Background: an optimization exercise with open tools, aiming at small area, a short achievable clock period and few clock cycles. Do not read the settings as production practice.
Where RTL was checked, it was by simulation tests only, not by an equivalence proof against the original.
Power and IR drop assume default switching activity.

Setup of oak:
==> module servo_pwm_channel_generator, before the edit <==
module servo_pwm_channel_generator
(
    input  logic                             clk,
    input  logic                             rst_n,
    input  logic                             req_valid,
    output logic                             req_ready,
    input  logic [spg_pkg::ACTION_W-1:0]     req_action,
    input  logic [spg_pkg::CH_W-1:0]         req_channel,
    input  logic [spg_pkg::PULSE_W-1:0]      req_pulse_us,
    output logic                             rsp_valid,
    input  logic                             rsp_ready,
    output logic [spg_pkg::FREQ_W-1:0]       rsp_readback_us,
    output logic [spg_pkg::FREQ_W-1:0]       rsp_group_freq_hz,
    output logic [spg_pkg::PIN_W-1:0]        rsp_pin_levels,
    output logic                             rsp_channel_valid,
    input  logic                             cfg_valid,
    output logic                             cfg_ready,
    input  logic [spg_pkg::REG_IDX_W-1:0]    cfg_index,
    input  logic [spg_pkg::CFG_DATA_W-1:0]   cfg_data
);
    logic [spg_pkg::CLAMP_W-1:0]                          min_pulse;
    logic [spg_pkg::CLAMP_W-1:0]                          max_pulse;
    logic [spg_pkg::PIN_W-1:0]                            pin_enable;
    logic [spg_pkg::GROUP_COUNT-1:0][spg_pkg::TOP_W-1:0]  top;
    logic [spg_pkg::GROUP_COUNT-1:0][spg_pkg::FREQ_W-1:0] freq_rb;
    logic                                                 cfg_idle;
    logic                                                 top_busy;
    logic                                                 freq_done;
    logic                                                 freq_pending;
    logic                                                 tick_safe;
    logic [1:0]                                           busy_grp;
    logic                                                 item_free;
    logic                                                 req_ok;
    logic                                                 cfg_ok;
    logic                                                 item_first_reg;
    logic                                                 accept;
    logic                                                 cfg_fire;
    logic                                                 cfg_plain;
    spg_config u_config
    (
        .clk        (clk),
        .rst_n      (rst_n),
        .cfg_fire   (cfg_fire),
        .cfg_plain  (cfg_plain),
        .cfg_index  (cfg_index),
        .cfg_data   (cfg_data),
        .min_pulse  (min_pulse),
        .max_pulse  (max_pulse),
        .pin_enable (pin_enable),
        .top        (top),
        .freq_rb    (freq_rb),
        .idle       (cfg_idle),
        .top_busy   (top_busy),
        .freq_done  (freq_done),
        .freq_pending (freq_pending),
        .busy_grp     (busy_grp)
    );
    spg_core u_core
    (
        .clk               (clk),
        .rst_n             (rst_n),
        .accept            (accept),
        .req_action        (req_action),
        .req_channel       (req_channel),
        .req_pulse_us      (req_pulse_us),
        .min_pulse         (min_pulse),
        .max_pulse         (max_pulse),
        .pin_enable        (pin_enable),
        .top               (top),
        .freq_rb           (freq_rb),
        .freq_done         (freq_done),
        .busy_grp          (busy_grp),
        .freq_pending      (freq_pending),
        .top_busy          (top_busy),
        .tick_safe         (tick_safe),
        .item_free         (item_free),
        .rsp_valid         (rsp_valid),
        .rsp_ready         (rsp_ready),
        .rsp_readback_us   (rsp_readback_us),
        .rsp_group_freq_hz (rsp_group_freq_hz),
        .rsp_pin_levels    (rsp_pin_levels),
        .rsp_channel_valid (rsp_channel_valid)
    );
    assign req_ok    = item_free && (!top_busy || tick_safe);
    assign cfg_ok    = item_free && (cfg_idle || cfg_plain);
    assign req_ready = req_ok && !(cfg_valid && !item_first_reg);
    assign cfg_ready = cfg_ok && !(req_valid && item_first_reg);
    assign accept    = req_valid && req_ready;
    assign cfg_fire  = cfg_valid && cfg_ready;
    always_ff @(posedge clk or negedge rst_n)
    begin
        if (!rst_n)
        begin
            item_first_reg <= 1'b0;
        end
        else if (cfg_fire)
        begin
            item_first_reg <= 1'b1;
        end
        else if (accept)
        begin
            item_first_reg <= 1'b0;
        end
    end
endmodule
clock: 7.0 ns
lec_check: 0
cap_margin: 20
core_margin: 2
core_utilization: 50
cts_buf_list: sky130_fd_sc_hd__clkbuf_4 sky130_fd_sc_hd__clkbuf_8
place_density: 0.65
setup_slack_margin: 3.7
slew_margin: 20
tns_end_percent: 20
run.sh (not shown) runs the stock make flow with config.mk's settings and CLKGATE_MAP_FILE= SYNTH_SCRIPT=/design/flow/synth_recipe.tcl, a recipe that flattens the netlist after the stock synthesis.
Testbench counts of oak, summed over its fixed seeds: cycles 25,737.
Inputs modified between oak and pine:
-- flow/design.v --
<<< oak, line 626
    assign req_ok    = item_free && (!top_busy || tick_safe);
    assign cfg_ok    = item_free && (cfg_idle || cfg_plain);
    assign req_ready = req_ok && !(cfg_valid && !item_first_reg);
    assign cfg_ready = cfg_ok && !(req_valid && item_first_reg);
    assign accept    = req_valid && req_ready;
    assign cfg_fire  = cfg_valid && cfg_ready;
>>> pine, line 626
    assign req_ok    = item_free && (!top_busy || tick_safe);
    assign cfg_ok    = item_free && (cfg_idle || cfg_plain);
    assign req_ready = req_ok && !(cfg_valid && cfg_ok && !item_first_reg);
    assign cfg_ready = cfg_ok && !(req_valid && req_ok && item_first_reg);
    assign accept    = req_valid && req_ready;
    assign cfg_fire  = cfg_valid && cfg_ready;
[summary]
Combined area of the multi-input logic cells in pine vs oak: up 530 sq um
Taking oak as the reference, in pine global-route usage ~0 delta, sequential share of layout area moved down, clock group share of total power went down, final core utilization shows an increase of 0.22 points, finished layout cell area increased 2.0%.
pine was carried through to the last stage, and its layout satisfied the timing, design-rule and antenna checks.
pine ended up with flip-flop to flip-flop as its startpoint-to-endpoint class of the critical path; oak ended up with input port to primary output.
Per the comparison of pine with oak, mean cell area of the mapped netlist dropped about 2%; via count of the first global-routing pass climbed 159; critical path depth increased by 6 relative to the old numbers; area after synthesis now sits higher.
For pine, only the layout was checked, not whether the RTL still works.

static timing again, ports no longer ideal:
How much do the figures lean on ideal ports? The routed layouts below were timed once more, with nothing changed but the port constraints. Step 1 assumes that a clkbuf_16 drives the clock port and a buf_2 every other input. Step 2 moves the port delays by t, midway between the first and last clock arrival at a register: inputs arrive t later, outputs are due t later. That takes back most of the time a late clock gives input paths. a / b / c = ideal ports / drivers / drivers and shift; a / b = the first two.
run	t, ns	setup WS [ns]	worst setup path at the end	worst register clock-pin slew, ns	pins driven straight from the clock port
oak	0.724	3.469 / 3.432 / 2.821	input to register	0.07 / 0.07	1
pine	0.734	3.426 / 3.382 / 2.747	input to register	0.07 / 0.07	1
After both steps every run listed still meets setup and hold. For pine, which loses most, drivers alone change the setup slack by -0.044 ns; drivers and shift together by -0.679 ns.
